Context: an optimization exercise on an open-source flow, tuned for small area, a short achievable clock period and few clock cycles per item. The choices shown serve that exercise and are no tape-out recipe. The RTL of this run was laid out without a check of its function.

## design/flow/config.mk

```make
export PLATFORM = sky130hd
export DESIGN_NAME = calibrated_field_angle
export DESIGN_NICKNAME = calibrated_field_angle
export VERILOG_FILES = /design/flow/design.v
export SDC_FILE = /design/flow/constraint.sdc
export NUM_CORES = 4
export LEC_CHECK = 0
export CAP_MARGIN = 20
export CORE_MARGIN = 2
export CORE_UTILIZATION = 40
export SLEW_MARGIN = 20
```

## design/flow/constraint.sdc

```tcl
create_clock -name core_clock -period 10.0 [get_ports {clk}]
set_input_delay 2.0000 -clock core_clock [delete_from_list [all_inputs] [get_ports {clk}]]
set_output_delay 2.0000 -clock core_clock [all_outputs]
set_load 0.01 [all_outputs]
```

## design/flow/design.v

```verilog
`timescale 1ns / 1ps
`default_nettype none
module calibrated_field_angle (
	input  wire        clk,
	input  wire        arst_n,
	input  wire        sample_valid,
	output wire        sample_ready,
	input  wire [15:0] sample_field_x,
	input  wire [15:0] sample_field_y,
	input  wire        sample_read_failed,
	output wire        result_valid,
	input  wire        result_ready,
	output wire [15:0] result_angle,
	output wire        result_failed,
	input  wire        cfg_valid,
	output wire        cfg_ready,
	input  wire [2:0]  cfg_index,
	input  wire [15:0] cfg_data
);
	reg  [15:0] x_offset_q, y_offset_q, x_scale_q, y_scale_q, zero_angle_q;
	reg         reverse_dir_q;
	wire        adv;
	assign cfg_ready = 1'b1;
	always @(posedge clk or negedge arst_n) begin
		if (!arst_n) begin
			x_offset_q    <= 16'd0;
			y_offset_q    <= 16'd0;
			x_scale_q     <= 16'd4096;
			y_scale_q     <= 16'd4096;
			zero_angle_q  <= 16'd0;
			reverse_dir_q <= 1'b0;
		end else if (cfg_valid) begin
			case (cfg_index)
				3'd0: x_offset_q    <= cfg_data;
				3'd1: y_offset_q    <= cfg_data;
				3'd2: x_scale_q     <= cfg_data;
				3'd3: y_scale_q     <= cfg_data;
				3'd4: zero_angle_q  <= cfg_data;
				3'd5: reverse_dir_q <= cfg_data[0];
				default: ;
			endcase
		end
	end
	assign sample_ready = adv;
	wire signed [16:0] dx = $signed({sample_field_x[15], sample_field_x}) - $signed({x_offset_q[15], x_offset_q});
	wire signed [16:0] dy = $signed({sample_field_y[15], sample_field_y}) - $signed({y_offset_q[15], y_offset_q});
	wire signed [16:0] ndx = $signed({x_offset_q[15], x_offset_q}) - $signed({sample_field_x[15], sample_field_x});
	wire signed [16:0] ndy = $signed({y_offset_q[15], y_offset_q}) - $signed({sample_field_y[15], sample_field_y});
	reg         va;
	reg  [15:0] ax_a, ay_a;
	reg         sx_a, sy_a, f_a;
	always @(posedge clk or negedge arst_n)
		if (!arst_n) va <= 1'b0;
		else if (adv) va <= sample_valid;
	always @(posedge clk)
		if (adv) begin
			ax_a <= dx[16] ? ndx[15:0] : dx[15:0];
			ay_a <= dy[16] ? ndy[15:0] : dy[15:0];
			sx_a <= dx[16];
			sy_a <= dy[16];
			f_a  <= sample_read_failed;
		end
	wire        xz = (ax_a == 16'd0) || (x_scale_q == 16'd0);
	wire        yz = (ay_a == 16'd0) || (y_scale_q == 16'd0);
	reg         vm, npx_m, npy_m, bz_m, z_m, f_m;
	reg  [23:0] al_m, ah_m, bl_m, bh_m;
	always @(posedge clk or negedge arst_n)
		if (!arst_n) vm <= 1'b0;
		else if (adv) vm <= va;
	always @(posedge clk)
		if (adv) begin
			al_m  <= ax_a[7:0] * x_scale_q;
			ah_m  <= ax_a[15:8] * x_scale_q;
			bl_m  <= ay_a[7:0] * y_scale_q;
			bh_m  <= ay_a[15:8] * y_scale_q;
			npx_m <= sx_a && !xz;
			npy_m <= sy_a && !yz;
			bz_m  <= yz;
			z_m   <= xz && yz;
			f_m   <= f_a;
		end
	reg         vb;
	reg  [31:0] a_b, b_b;
	reg         npx_b, npy_b, bz_b, z_b, f_b;
	always @(posedge clk or negedge arst_n)
		if (!arst_n) vb <= 1'b0;
		else if (adv) vb <= vm;
	always @(posedge clk)
		if (adv) begin
			a_b   <= {ah_m, 8'd0} + {8'd0, al_m};
			b_b   <= {bh_m, 8'd0} + {8'd0, bl_m};
			npx_b <= npx_m;
			npy_b <= npy_m;
			bz_b  <= bz_m;
			z_b   <= z_m;
			f_b   <= f_m;
		end
	wire d0_c0 = npx_b ? (npy_b || bz_b) : !npy_b;
	wire [32:0] x1_c0 = {1'b0, a_b} + {1'b0, b_b};
	wire signed [32:0] y1_c0 = d0_c0 ? ($signed({1'b0, b_b}) - $signed({1'b0, a_b})) : ($signed({1'b0, a_b}) - $signed({1'b0, b_b}));
	reg v_c0, f_c0, z_c0;
	always @(posedge clk or negedge arst_n)
		if (!arst_n) v_c0 <= 1'b0;
		else if (adv) v_c0 <= vb;
	reg [1:0] dec_c0;
	reg [32:0] xr_c0;
	reg signed [32:0] yr_c0;
	always @(posedge clk)
		if (adv) begin
			dec_c0 <= {d0_c0, npx_b};
			f_c0 <= f_b;
			z_c0 <= z_b;
			xr_c0 <= x1_c0;
			yr_c0 <= y1_c0;
		end
	wire d1_c1 = !yr_c0[32];
	wire signed [35:0] xe1_c1 = $signed({3'd0, xr_c0});
	wire signed [35:0] ye1_c1 = yr_c0;
	wire signed [35:0] xs1_c1 = xe1_c1 >>> 1;
	wire signed [35:0] ys1_c1 = ye1_c1 >>> 1;
	wire signed [35:0] yn1_c1 = ye1_c1 + (xs1_c1 ^ {36{d1_c1}}) + {35'd0, d1_c1};
	wire signed [32:0] y2_c1 = yn1_c1[32:0];
	wire signed [35:0] xn1_c1 = xe1_c1 + (ys1_c1 ^ {36{!d1_c1}}) + {35'd0, !d1_c1};
	wire [32:0] x2_c1 = xn1_c1[32:0];
	reg v_c1, f_c1, z_c1;
	always @(posedge clk or negedge arst_n)
		if (!arst_n) v_c1 <= 1'b0;
		else if (adv) v_c1 <= v_c0;
	reg [2:0] dec_c1;
	reg [32:0] xr_c1;
	reg signed [32:0] yr_c1;
	always @(posedge clk)
		if (adv) begin
			dec_c1 <= {d1_c1, dec_c0[1], dec_c0[0]};
			f_c1 <= f_c0;
			z_c1 <= z_c0;
			xr_c1 <= x2_c1;
			yr_c1 <= y2_c1;
		end
	wire d2_c2 = !yr_c1[32];
	wire signed [35:0] xe2_c2 = $signed({3'd0, xr_c1});
	wire signed [35:0] ye2_c2 = yr_c1;
	wire signed [35:0] xs2_c2 = xe2_c2 >>> 2;
	wire signed [35:0] ys2_c2 = ye2_c2 >>> 2;
	wire signed [35:0] yn2_c2 = ye2_c2 + (xs2_c2 ^ {36{d2_c2}}) + {35'd0, d2_c2};
	wire signed [32:0] y3_c2 = yn2_c2[32:0];
	wire signed [35:0] xn2_c2 = xe2_c2 + (ys2_c2 ^ {36{!d2_c2}}) + {35'd0, !d2_c2};
	wire [33:0] x3_c2 = xn2_c2[33:0];
	reg v_c2, f_c2, z_c2;
	always @(posedge clk or negedge arst_n)
		if (!arst_n) v_c2 <= 1'b0;
		else if (adv) v_c2 <= v_c1;
	reg [3:0] dec_c2;
	reg [33:0] xr_c2;
	reg signed [32:0] yr_c2;
	always @(posedge clk)
		if (adv) begin
			dec_c2 <= {d2_c2, dec_c1[2], dec_c1[1], dec_c1[0]};
			f_c2 <= f_c1;
			z_c2 <= z_c1;
			xr_c2 <= x3_c2;
			yr_c2 <= y3_c2;
		end
	wire d3_c3 = !yr_c2[32];
	wire signed [35:0] xe3_c3 = $signed({2'd0, xr_c2});
	wire signed [35:0] ye3_c3 = yr_c2;
	wire signed [35:0] xs3_c3 = xe3_c3 >>> 3;
	wire signed [35:0] ys3_c3 = ye3_c3 >>> 3;
	wire signed [35:0] yn3_c3 = ye3_c3 + (xs3_c3 ^ {36{d3_c3}}) + {35'd0, d3_c3};
	wire signed [31:0] y4_c3 = yn3_c3[31:0];
	wire signed [35:0] xn3_c3 = xe3_c3 + (ys3_c3 ^ {36{!d3_c3}}) + {35'd0, !d3_c3};
	wire [33:0] x4_c3 = xn3_c3[33:0];
	reg v_c3, f_c3, z_c3;
	always @(posedge clk or negedge arst_n)
		if (!arst_n) v_c3 <= 1'b0;
		else if (adv) v_c3 <= v_c2;
	reg [4:0] dec_c3;
	reg [33:0] xr_c3;
	reg signed [31:0] yr_c3;
	always @(posedge clk)
		if (adv) begin
			dec_c3 <= {d3_c3, dec_c2[3], dec_c2[2], dec_c2[1], dec_c2[0]};
			f_c3 <= f_c2;
			z_c3 <= z_c2;
			xr_c3 <= x4_c3;
			yr_c3 <= y4_c3;
		end
	wire d4_c4 = !yr_c3[31];
	wire signed [35:0] xe4_c4 = $signed({2'd0, xr_c3});
	wire signed [35:0] ye4_c4 = yr_c3;
	wire signed [35:0] xs4_c4 = xe4_c4 >>> 4;
	wire signed [35:0] ys4_c4 = ye4_c4 >>> 4;
	wire signed [35:0] yn4_c4 = ye4_c4 + (xs4_c4 ^ {36{d4_c4}}) + {35'd0, d4_c4};
	wire signed [30:0] y5_c4 = yn4_c4[30:0];
	wire signed [35:0] xn4_c4 = xe4_c4 + (ys4_c4 ^ {36{!d4_c4}}) + {35'd0, !d4_c4};
	wire [33:0] x5_c4 = xn4_c4[33:0];
	reg v_c4, f_c4, z_c4;
	always @(posedge clk or negedge arst_n)
		if (!arst_n) v_c4 <= 1'b0;
		else if (adv) v_c4 <= v_c3;
	reg [5:0] dec_c4;
	reg [33:0] xr_c4;
	reg signed [30:0] yr_c4;
	always @(posedge clk)
		if (adv) begin
			dec_c4 <= {d4_c4, dec_c3[4], dec_c3[3], dec_c3[2], dec_c3[1], dec_c3[0]};
			f_c4 <= f_c3;
			z_c4 <= z_c3;
			xr_c4 <= x5_c4;
			yr_c4 <= y5_c4;
		end
	wire d5_c5 = !yr_c4[30];
	wire signed [35:0] xe5_c5 = $signed({2'd0, xr_c4});
	wire signed [35:0] ye5_c5 = yr_c4;
	wire signed [35:0] xs5_c5 = xe5_c5 >>> 5;
	wire signed [35:0] ys5_c5 = ye5_c5 >>> 5;
	wire signed [35:0] yn5_c5 = ye5_c5 + (xs5_c5 ^ {36{d5_c5}}) + {35'd0, d5_c5};
	wire signed [29:0] y6_c5 = yn5_c5[29:0];
	wire signed [35:0] xn5_c5 = xe5_c5 + (ys5_c5 ^ {36{!d5_c5}}) + {35'd0, !d5_c5};
	wire [33:0] x6_c5 = xn5_c5[33:0];
	reg v_c5, f_c5, z_c5;
	always @(posedge clk or negedge arst_n)
		if (!arst_n) v_c5 <= 1'b0;
		else if (adv) v_c5 <= v_c4;
	reg [6:0] dec_c5;
	reg [33:0] xr_c5;
	reg signed [29:0] yr_c5;
	always @(posedge clk)
		if (adv) begin
			dec_c5 <= {d5_c5, dec_c4[5], dec_c4[4], dec_c4[3], dec_c4[2], dec_c4[1], dec_c4[0]};
			f_c5 <= f_c4;
			z_c5 <= z_c4;
			xr_c5 <= x6_c5;
			yr_c5 <= y6_c5;
		end
	wire d6_c6 = !yr_c5[29];
	wire signed [35:0] xe6_c6 = $signed({2'd0, xr_c5});
	wire signed [35:0] ye6_c6 = yr_c5;
	wire signed [35:0] xs6_c6 = xe6_c6 >>> 6;
	wire signed [35:0] ys6_c6 = ye6_c6 >>> 6;
	wire signed [35:0] yn6_c6 = ye6_c6 + (xs6_c6 ^ {36{d6_c6}}) + {35'd0, d6_c6};
	wire signed [28:0] y7_c6 = yn6_c6[28:0];
	wire signed [35:0] xn6_c6 = xe6_c6 + (ys6_c6 ^ {36{!d6_c6}}) + {35'd0, !d6_c6};
	wire [33:0] x7_c6 = xn6_c6[33:0];
	reg v_c6, f_c6, z_c6;
	always @(posedge clk or negedge arst_n)
		if (!arst_n) v_c6 <= 1'b0;
		else if (adv) v_c6 <= v_c5;
	reg [7:0] dec_c6;
	reg [33:0] xr_c6;
	reg signed [28:0] yr_c6;
	always @(posedge clk)
		if (adv) begin
			dec_c6 <= {d6_c6, dec_c5[6], dec_c5[5], dec_c5[4], dec_c5[3], dec_c5[2], dec_c5[1], dec_c5[0]};
			f_c6 <= f_c5;
			z_c6 <= z_c5;
			xr_c6 <= x7_c6;
			yr_c6 <= y7_c6;
		end
	wire d7_c7 = !yr_c6[28];
	wire signed [35:0] xe7_c7 = $signed({2'd0, xr_c6});
	wire signed [35:0] ye7_c7 = yr_c6;
	wire signed [35:0] xs7_c7 = xe7_c7 >>> 7;
	wire signed [35:0] ys7_c7 = ye7_c7 >>> 7;
	wire signed [35:0] yn7_c7 = ye7_c7 + (xs7_c7 ^ {36{d7_c7}}) + {35'd0, d7_c7};
	wire signed [27:0] y8_c7 = yn7_c7[27:0];
	wire signed [35:0] xn7_c7 = xe7_c7 + (ys7_c7 ^ {36{!d7_c7}}) + {35'd0, !d7_c7};
	wire [33:0] x8_c7 = xn7_c7[33:0];
	reg v_c7, f_c7, z_c7;
	always @(posedge clk or negedge arst_n)
		if (!arst_n) v_c7 <= 1'b0;
		else if (adv) v_c7 <= v_c6;
	reg [8:0] dec_c7;
	reg [33:0] xr_c7;
	reg signed [27:0] yr_c7;
	always @(posedge clk)
		if (adv) begin
			dec_c7 <= {d7_c7, dec_c6[7], dec_c6[6], dec_c6[5], dec_c6[4], dec_c6[3], dec_c6[2], dec_c6[1], dec_c6[0]};
			f_c7 <= f_c6;
			z_c7 <= z_c6;
			xr_c7 <= x8_c7;
			yr_c7 <= y8_c7;
		end
	wire d8_c8 = !yr_c7[27];
	wire signed [35:0] xe8_c8 = $signed({2'd0, xr_c7});
	wire signed [35:0] ye8_c8 = yr_c7;
	wire signed [35:0] xs8_c8 = xe8_c8 >>> 8;
	wire signed [35:0] ys8_c8 = ye8_c8 >>> 8;
	wire signed [35:0] yn8_c8 = ye8_c8 + (xs8_c8 ^ {36{d8_c8}}) + {35'd0, d8_c8};
	wire signed [26:0] y9_c8 = yn8_c8[26:0];
	wire signed [35:0] xn8_c8 = xe8_c8 + (ys8_c8 ^ {36{!d8_c8}}) + {35'd0, !d8_c8};
	wire [33:0] x9_c8 = xn8_c8[33:0];
	reg v_c8, f_c8, z_c8;
	always @(posedge clk or negedge arst_n)
		if (!arst_n) v_c8 <= 1'b0;
		else if (adv) v_c8 <= v_c7;
	reg [9:0] dec_c8;
	reg [33:0] xr_c8;
	reg signed [26:0] yr_c8;
	always @(posedge clk)
		if (adv) begin
			dec_c8 <= {d8_c8, dec_c7[8], dec_c7[7], dec_c7[6], dec_c7[5], dec_c7[4], dec_c7[3], dec_c7[2], dec_c7[1], dec_c7[0]};
			f_c8 <= f_c7;
			z_c8 <= z_c7;
			xr_c8 <= x9_c8;
			yr_c8 <= y9_c8;
		end
	wire d9_c9 = !yr_c8[26];
	wire signed [35:0] xe9_c9 = $signed({2'd0, xr_c8});
	wire signed [35:0] ye9_c9 = yr_c8;
	wire signed [35:0] xs9_c9 = xe9_c9 >>> 9;
	wire signed [35:0] ys9_c9 = ye9_c9 >>> 9;
	wire signed [35:0] yn9_c9 = ye9_c9 + (xs9_c9 ^ {36{d9_c9}}) + {35'd0, d9_c9};
	wire signed [25:0] y10_c9 = yn9_c9[25:0];
	wire signed [35:0] xn9_c9 = xe9_c9 + (ys9_c9 ^ {36{!d9_c9}}) + {35'd0, !d9_c9};
	wire [33:0] x10_c9 = xn9_c9[33:0];
	reg v_c9, f_c9, z_c9;
	always @(posedge clk or negedge arst_n)
		if (!arst_n) v_c9 <= 1'b0;
		else if (adv) v_c9 <= v_c8;
	reg [10:0] dec_c9;
	reg [33:0] xr_c9;
	reg signed [25:0] yr_c9;
	always @(posedge clk)
		if (adv) begin
			dec_c9 <= {d9_c9, dec_c8[9], dec_c8[8], dec_c8[7], dec_c8[6], dec_c8[5], dec_c8[4], dec_c8[3], dec_c8[2], dec_c8[1], dec_c8[0]};
			f_c9 <= f_c8;
			z_c9 <= z_c8;
			xr_c9 <= x10_c9;
			yr_c9 <= y10_c9;
		end
	wire d10_c10 = !yr_c9[25];
	wire signed [35:0] xe10_c10 = $signed({2'd0, xr_c9});
	wire signed [35:0] ye10_c10 = yr_c9;
	wire signed [35:0] xs10_c10 = xe10_c10 >>> 10;
	wire signed [35:0] ys10_c10 = ye10_c10 >>> 10;
	wire signed [35:0] yn10_c10 = ye10_c10 + (xs10_c10 ^ {36{d10_c10}}) + {35'd0, d10_c10};
	wire signed [24:0] y11_c10 = yn10_c10[24:0];
	wire signed [35:0] xn10_c10 = xe10_c10 + (ys10_c10 ^ {36{!d10_c10}}) + {35'd0, !d10_c10};
	wire [33:0] x11_c10 = xn10_c10[33:0];
	reg v_c10, f_c10, z_c10;
	always @(posedge clk or negedge arst_n)
		if (!arst_n) v_c10 <= 1'b0;
		else if (adv) v_c10 <= v_c9;
	reg [11:0] dec_c10;
	reg [33:0] xr_c10;
	reg signed [24:0] yr_c10;
	always @(posedge clk)
		if (adv) begin
			dec_c10 <= {d10_c10, dec_c9[10], dec_c9[9], dec_c9[8], dec_c9[7], dec_c9[6], dec_c9[5], dec_c9[4], dec_c9[3], dec_c9[2], dec_c9[1], dec_c9[0]};
			f_c10 <= f_c9;
			z_c10 <= z_c9;
			xr_c10 <= x11_c10;
			yr_c10 <= y11_c10;
		end
	wire d11_c11 = !yr_c10[24];
	wire signed [35:0] xe11_c11 = $signed({2'd0, xr_c10});
	wire signed [35:0] ye11_c11 = yr_c10;
	wire signed [35:0] xs11_c11 = xe11_c11 >>> 11;
	wire signed [35:0] ys11_c11 = ye11_c11 >>> 11;
	wire signed [35:0] yn11_c11 = ye11_c11 + (xs11_c11 ^ {36{d11_c11}}) + {35'd0, d11_c11};
	wire signed [23:0] y12_c11 = yn11_c11[23:0];
	wire signed [35:0] xn11_c11 = xe11_c11 + (ys11_c11 ^ {36{!d11_c11}}) + {35'd0, !d11_c11};
	wire [33:0] x12_c11 = xn11_c11[33:0];
	reg v_c11, f_c11, z_c11;
	always @(posedge clk or negedge arst_n)
		if (!arst_n) v_c11 <= 1'b0;
		else if (adv) v_c11 <= v_c10;
	reg [12:0] dec_c11;
	reg [33:0] xr_c11;
	reg signed [23:0] yr_c11;
	always @(posedge clk)
		if (adv) begin
			dec_c11 <= {d11_c11, dec_c10[11], dec_c10[10], dec_c10[9], dec_c10[8], dec_c10[7], dec_c10[6], dec_c10[5], dec_c10[4], dec_c10[3], dec_c10[2], dec_c10[1], dec_c10[0]};
			f_c11 <= f_c10;
			z_c11 <= z_c10;
			xr_c11 <= x12_c11;
			yr_c11 <= y12_c11;
		end
	wire d12_c12 = !yr_c11[23];
	wire signed [35:0] xe12_c12 = $signed({2'd0, xr_c11});
	wire signed [35:0] ye12_c12 = yr_c11;
	wire signed [35:0] xs12_c12 = xe12_c12 >>> 12;
	wire signed [35:0] ys12_c12 = ye12_c12 >>> 12;
	wire signed [35:0] yn12_c12 = ye12_c12 + (xs12_c12 ^ {36{d12_c12}}) + {35'd0, d12_c12};
	wire signed [22:0] y13_c12 = yn12_c12[22:0];
	wire signed [35:0] xn12_c12 = xe12_c12 + (ys12_c12 ^ {36{!d12_c12}}) + {35'd0, !d12_c12};
	wire [33:0] x13_c12 = xn12_c12[33:0];
	reg v_c12, f_c12, z_c12;
	always @(posedge clk or negedge arst_n)
		if (!arst_n) v_c12 <= 1'b0;
		else if (adv) v_c12 <= v_c11;
	reg [13:0] dec_c12;
	reg [33:0] xr_c12;
	reg signed [22:0] yr_c12;
	always @(posedge clk)
		if (adv) begin
			dec_c12 <= {d12_c12, dec_c11[12], dec_c11[11], dec_c11[10], dec_c11[9], dec_c11[8], dec_c11[7], dec_c11[6], dec_c11[5], dec_c11[4], dec_c11[3], dec_c11[2], dec_c11[1], dec_c11[0]};
			f_c12 <= f_c11;
			z_c12 <= z_c11;
			xr_c12 <= x13_c12;
			yr_c12 <= y13_c12;
		end
	wire d13_c13 = !yr_c12[22];
	wire signed [35:0] xe13_c13 = $signed({2'd0, xr_c12});
	wire signed [35:0] ye13_c13 = yr_c12;
	wire signed [35:0] xs13_c13 = xe13_c13 >>> 13;
	wire signed [35:0] ys13_c13 = ye13_c13 >>> 13;
	wire signed [35:0] yn13_c13 = ye13_c13 + (xs13_c13 ^ {36{d13_c13}}) + {35'd0, d13_c13};
	wire signed [21:0] y14_c13 = yn13_c13[21:0];
	wire signed [35:0] xn13_c13 = xe13_c13 + (ys13_c13 ^ {36{!d13_c13}}) + {35'd0, !d13_c13};
	wire [33:0] x14_c13 = xn13_c13[33:0];
	reg v_c13, f_c13, z_c13;
	always @(posedge clk or negedge arst_n)
		if (!arst_n) v_c13 <= 1'b0;
		else if (adv) v_c13 <= v_c12;
	reg [14:0] dec_c13;
	reg [33:0] xr_c13;
	reg signed [21:0] yr_c13;
	always @(posedge clk)
		if (adv) begin
			dec_c13 <= {d13_c13, dec_c12[13], dec_c12[12], dec_c12[11], dec_c12[10], dec_c12[9], dec_c12[8], dec_c12[7], dec_c12[6], dec_c12[5], dec_c12[4], dec_c12[3], dec_c12[2], dec_c12[1], dec_c12[0]};
			f_c13 <= f_c12;
			z_c13 <= z_c12;
			xr_c13 <= x14_c13;
			yr_c13 <= y14_c13;
		end
	wire d14_c14 = !yr_c13[21];
	wire signed [35:0] xe14_c14 = $signed({2'd0, xr_c13});
	wire signed [35:0] ye14_c14 = yr_c13;
	wire signed [35:0] xs14_c14 = xe14_c14 >>> 14;
	wire signed [35:0] ys14_c14 = ye14_c14 >>> 14;
	wire signed [35:0] yn14_c14 = ye14_c14 + (xs14_c14 ^ {36{d14_c14}}) + {35'd0, d14_c14};
	wire signed [20:0] y15_c14 = yn14_c14[20:0];
	reg v_c14, f_c14, z_c14;
	always @(posedge clk or negedge arst_n)
		if (!arst_n) v_c14 <= 1'b0;
		else if (adv) v_c14 <= v_c13;
	reg [15:0] dec_c14;
	reg [33:0] xr_c14;
	reg signed [20:0] yr_c14;
	always @(posedge clk)
		if (adv) begin
			dec_c14 <= {d14_c14, dec_c13[14], dec_c13[13], dec_c13[12], dec_c13[11], dec_c13[10], dec_c13[9], dec_c13[8], dec_c13[7], dec_c13[6], dec_c13[5], dec_c13[4], dec_c13[3], dec_c13[2], dec_c13[1], dec_c13[0]};
			f_c14 <= f_c13;
			z_c14 <= z_c13;
			xr_c14 <= xr_c13;
			yr_c14 <= y15_c14;
		end
	wire d15_c15 = !yr_c14[20];
	reg v_c15, f_c15, z_c15;
	always @(posedge clk or negedge arst_n)
		if (!arst_n) v_c15 <= 1'b0;
		else if (adv) v_c15 <= v_c14;
	reg [16:0] dec_c15;
	always @(posedge clk)
		if (adv) begin
			dec_c15 <= {d15_c15, dec_c14[15], dec_c14[14], dec_c14[13], dec_c14[12], dec_c14[11], dec_c14[10], dec_c14[9], dec_c14[8], dec_c14[7], dec_c14[6], dec_c14[5], dec_c14[4], dec_c14[3], dec_c14[2], dec_c14[1], dec_c14[0]};
			f_c15 <= f_c14;
			z_c15 <= z_c14;
		end
	wire [31:0] acc = 32'hB8F9ADE9
		+ {dec_c15[0], 31'd0}
		+ (dec_c15[1] ? 32'h40000000 : 32'd0)
		+ (dec_c15[2] ? 32'h25C80A3A : 32'd0)
		+ (dec_c15[3] ? 32'h13F670B6 : 32'd0)
		+ (dec_c15[4] ? 32'h0A2223A8 : 32'd0)
		+ (dec_c15[5] ? 32'h05161A86 : 32'd0)
		+ (dec_c15[6] ? 32'h028BAFC2 : 32'd0)
		+ (dec_c15[7] ? 32'h0145EC3C : 32'd0)
		+ (dec_c15[8] ? 32'h00A2F8AA : 32'd0)
		+ (dec_c15[9] ? 32'h00517CA6 : 32'd0)
		+ (dec_c15[10] ? 32'h0028BE5E : 32'd0)
		+ (dec_c15[11] ? 32'h00145F30 : 32'd0)
		+ (dec_c15[12] ? 32'h000A2F98 : 32'd0)
		+ (dec_c15[13] ? 32'h000517CC : 32'd0)
		+ (dec_c15[14] ? 32'h00028BE6 : 32'd0)
		+ (dec_c15[15] ? 32'h000145F2 : 32'd0)
		+ (dec_c15[16] ? 32'h0000A2F8 : 32'd0);
	reg         vp, fp;
	reg  [15:0] theta_p;
	always @(posedge clk or negedge arst_n)
		if (!arst_n) vp <= 1'b0;
		else if (adv) vp <= v_c15;
	always @(posedge clk)
		if (adv) begin
			fp      <= f_c15;
			theta_p <= z_c15 ? 16'd0 : acc[31:16];
		end
	wire [15:0] diff = theta_p - zero_angle_q;
	wire [15:0] ndiff = zero_angle_q - theta_p;
	wire [15:0] ang = fp ? 16'd0 : (reverse_dir_q ? ndiff : diff);
	reg         out_v_q, skid_v_q;
	reg  [15:0] out_ang_q, skid_ang_q;
	reg         out_fail_q, skid_fail_q;
	assign adv = !skid_v_q;
	always @(posedge clk or negedge arst_n) begin
		if (!arst_n) begin
			out_v_q  <= 1'b0;
			skid_v_q <= 1'b0;
		end else if (skid_v_q) begin
			if (result_ready) skid_v_q <= 1'b0;
		end else if (!out_v_q || result_ready) begin
			out_v_q <= vp;
		end else if (vp) begin
			skid_v_q <= 1'b1;
		end
	end
	always @(posedge clk) begin
		if (skid_v_q) begin
			if (result_ready) begin
				out_ang_q  <= skid_ang_q;
				out_fail_q <= skid_fail_q;
			end
		end else if (!out_v_q || result_ready) begin
			out_ang_q  <= ang;
			out_fail_q <= fp;
		end else begin
			skid_ang_q  <= ang;
			skid_fail_q <= fp;
		end
	end
	assign result_valid  = out_v_q;
	assign result_angle  = out_ang_q;
	assign result_failed = out_fail_q;
endmodule
`default_nettype wire
```

## design/flow/run.sh

```bash
#!/bin/bash
# synth_recipe.tcl (not shown) runs the flow's synth.tcl, then flattens the netlist and writes it again
# the make line also repeats each setting of config.mk as NAME=value (left out here)
make -C /OpenROAD-flow-scripts/flow DESIGN_CONFIG=/design/flow/config.mk WORK_HOME=/design/flow/orfs CLKGATE_MAP_FILE= SYNTH_SCRIPT=/design/flow/synth_recipe.tcl finish
```

==> run summary <==
By area, the combinational part of the netlist is dominated by adder cells. The number of optimization iterations in the first detailed-route pass is 5. The largest fanout of any net on the critical path is 7. The kind of cell with the highest combined delay along the critical path is adder cells. Traced cell by cell, the critical path runs through inv_1 > fa_1 > fa_1 > inv_1 > fa_1 > fa_1 > fa_1 > ha_1 > nand2_1 > o41ai_1 > a31oi_1 > o21ai_0 > o41ai_1 > o21ai_1 > a21oi_1 > a21oi_1 > a21oi_1 > xnor2_1 > nor2_1. The number of sinks driven by the clock tree came out at 1399. edfxtp_1 takes more of the synthesized area than any other cell.

The area share of and/or/nand/nor cells after synthesis is 11.0%. The number of gates resized after cts is 0.

The arithmetic-cell share of the synthesized area counting full adders, half adders and majority gates is 21.3%. The number of nets produced by synthesis is 12200. In the final layout, the share of cells above drive strength 1 is 4.34%. The flow ran to the end, but the layout failed its checks.

The number of nets in the layout is 12300. The post-synthesis compound-gate area fraction came out at 12.8%. The cell depth of the worst hold path is 0. The final worst-path cycle share came out at 73.4%. The number of cells on the worst reg-to-reg path is 19.

The number of levels the H-tree was split into is 4. For this run, the leading register cell type out of synthesis is edfxtp_1. The number of buffers inserted during clock tree synthesis came out at 175. Row generation in the floorplan step produced 193 rows. The checks that failed were max-slew violations.

Global routing consumed, over all layers together, 19.0% of the routing resources. The number of hold buffers added after CTS was 0. The latest clock arrival within the worst-skew pair is 0.85 ns. The max-slew violation count is 61. From bottom edge to top edge, the die measures 530 um. The required time at the worst-slack endpoint is 10.58 ns. The top-level I/O count came out at 77. The total global routing overflow is 0. The number of different library cells used by synthesis comes to 97.

The synthesis-to-finish area growth is 9.53%. The count of input and output buffers came out at 75. Counting stages on the worst path, the most repeated cell is fa_1. The library cell used most frequently in the layout, excluding fill and tap cells, is edfxtp_1. The worst path needs 7.34 ns of the cycle, external delays included. The top cell types in the final layout, fill and taps aside, are 1296 x edfxtp_1, 1121 x ha_1, 982 x inv_1.

The highest-delay cell along the critical path is o21ai_0. For this run, design rule violations remaining after detail routing come to 0. The max-cap check violation count is 0. The number of standard cells after synthesis came out at 10600. The post-synthesis instance area came out at 0.111 mm2. The portion of synthesized cell area occupied by the leading cell type came out at 35.2%. The initial antenna violation count came out at 3. The post-synthesis sequential element count came out at 1399. Clock-pin slew was measured on the worst setup and hold paths at 0.06 ns.

The CTS tree is yes. The detail route stage leaves a number of antenna-violating nets equal to 0. The core footprint is 0.276 mm2. Detailed routing inserted a total of 76000 vias. The setup TNS came out at 0 ns.

The worst-case clock buffer depth is 4. The class of the tightest hold or removal check is reg2reg. STA classifies the critical path startpoint as a register. The number of setup buffers added after CTS is 0. The multiplexer share of the synthesized area came out at 1.08%. The wire length per cell came out at 18.7 um. The number of enable-type register cells in the synthesized netlist came out at 1296.

The critical path arrival came out at 7.92 ns. The worst pin sits at a relative slew slack of -7.28%.

The worst setup slack before clock tree synthesis is 2.60 ns. The share of flip-flops with an asynchronous set or reset after synthesis came out at 7.36%. The achievable frequency came out at 136 MHz. The die area is 0.281 mm2. The final weighted congestion in routability-driven placement came out at 0.889. The via density per instance is 5.25.

The number of failing hold endpoints at the final stage is 0. The final setup violation count is 0. The total number of yosys warnings is 1.

The average instance in the mapped netlist occupies 10.5 um2. The wire length of the first global-routing pass is 427000 um. The detailed router finished its first iteration with 4425 violations. The master cell of the clock root buffer is clkbuf_16.

The buffer and inverter count on the worst path is 2. The initial core utilization came out at 40.1%. The total wire length after detailed routing came out at 270000 um. The share of synthesized area occupied by flip-flops and latches is 37.5%.

The die width is 530 um. The kind of end point of the critical path is a register. Ranked by total cell area, the synthesized netlist is headed by edfxtp_1 35%, ha_1 13%, fa_1 8.6%. The half-perimeter wire length after detailed placement came out at 211000 um. The highest cell delay on the worst timing path is 0.77 ns. The actual transition at the worst max-transition pin came out at 1.61 ns.

The critical path crosses 19 cells after its start point. The largest net degree at the start of global routing came out at 205. The xor/xnor cell area share of the yosys netlist came out at 12.1%. The critical path is of the reg2reg type. Setup repair after global routing left no endpoint under its margin. On the final layout, the worst clock skew is 0.0820 ns. The post-route worst setup slack came out at 2.66 ns. The via count of the first global-routing pass is 77000.
metrics by stage:
stage	hold slack [ns]	area, um2	util, %	std cells
2_1_floorplan	0.400	111000	-	10600
3_3_place_gp	0.402	116000	41.9	14200
3_5_place_dp	0.405	116000	41.9	14200
4_1_cts	0.357	121000	43.9	14500
5_1_grt	0.371	121000	43.9	14500
6_report	0.370	121000	43.9	14500
worst paths after layout:
kind / start / endpoint / slack [ns]
worst max-delay path: dec_c15[13]$_DFFE_PN_ / theta_p[15]$_SDFFCE_PP0N_ / 2.66
worst min-delay path: al_m[3]$_DFFE_PN_ / a_b[3]$_DFFE_PN_ / 0.37
worst max register to register: dec_c15[13]$_DFFE_PN_ / theta_p[15]$_SDFFCE_PP0N_ / 2.66
worst min register to register: al_m[3]$_DFFE_PN_ / a_b[3]$_DFFE_PN_ / 0.37
max in group asynchronous: arst_n / y_scale_q[6]$_DFFE_PN0P_ / 7.54
min in group asynchronous: arst_n / zero_angle_q[7]$_DFFE_PN0P_ / 1.19
synthesized netlist by cell type, drive strengths merged, types with 32 or more instances:
| master | n |
|---|---|
| a31oi | 63 |
| nand2b | 130 |
| nor2 | 567 |
| buf | 86 |
| o21ai | 441 |
| nor3 | 131 |
| mux2 | 67 |
| nand2 | 695 |
| nand3 | 170 |
| clkbuf | 167 |
| dfrtp | 101 |
| xor2 | 552 |
| a21o | 315 |
| inv | 982 |
| or2 | 32 |
| o31ai | 42 |
| and3 | 105 |
| o211ai | 36 |
| a21oi | 702 |
| edfxtp | 1296 |
| and2 | 338 |
| or3 | 45 |
| xnor2 | 978 |
| o21bai | 126 |
| nand4 | 91 |
| mux2i | 44 |
| a211oi | 63 |
| ha | 1121 |
| nor2b | 123 |
| a21boi | 41 |
| fa | 477 |
| o21a | 118 |
logic make-up (layout without fill, tap and decap cells):
| group | count (synthesis) | count (layout) |
|---|---|---|
| AOI/OAI and AO/OA | 2201 | 2201 |
| xor gates and xnor gates | 1530 | 1530 |
| adders and majority gates | 1598 | 1598 |
| buffers and inverters | 1241 | 1420 |
| DFF | 1399 | 1399 |
| muxes | 111 | 111 |
| other | 1 | 4 |
| and+or+nand+nor | 2498 | 2498 |
area by class of cell:
type	count	area [um2]
Clock buffer	212	4660
Clock inverter	93	1010
Multi-Input combinational cell	7939	64500
Inverter	988	3730
Fill cell	25800	155000
Sequential cell	1399	41500
Tap cell	3705	4640
Antenna cell	3	7.51
Timing Repair Buffer	127	1170
layer usage:
layer	track usage, %	up-vias	share of wire [%]
met5	0	-	0
met1	24.7	37200	44
met3	1.88	426	3.3
met4	4.95	0	2.6
li1	-	37100	-
met2	33.8	1292	50
state kept, by name, summed over array words and instances (netlist names), 34 cells and up:
name / cells
xr_c10: 34
xr_c11: 34
xr_c12: 34
xr_c2: 34
xr_c3: 34
xr_c4: 34
xr_c5: 34
xr_c6: 34
xr_c7: 34
xr_c8: 34
xr_c9: 34

re-timing with driven ports:
No port has a modelled driver above. Below, the same layout with a new extraction and two added sets of constraints. Step 1 assumes that a clkbuf_16 drives the clock port and a buf_2 every other input. Step 2, shift: input delay + t, output delay - t, t = (earliest + latest rising clock arrival at the registers) / 2. This alone moves slack from input paths to output paths. Three values: ideal ports, drivers, drivers and shift; two values: the first two.
shift t [ns]: 0.914
setup slack, ns: 2.662 / 2.662 / 2.662
hold slack, ns: 0.370 / 0.370 / 0.370
slew violations: 60 / 61
The drivers bring new slew violations in this run. For this run, drivers alone change the setup slack by 0.000 ns; drivers and shift together by 0.000 ns.
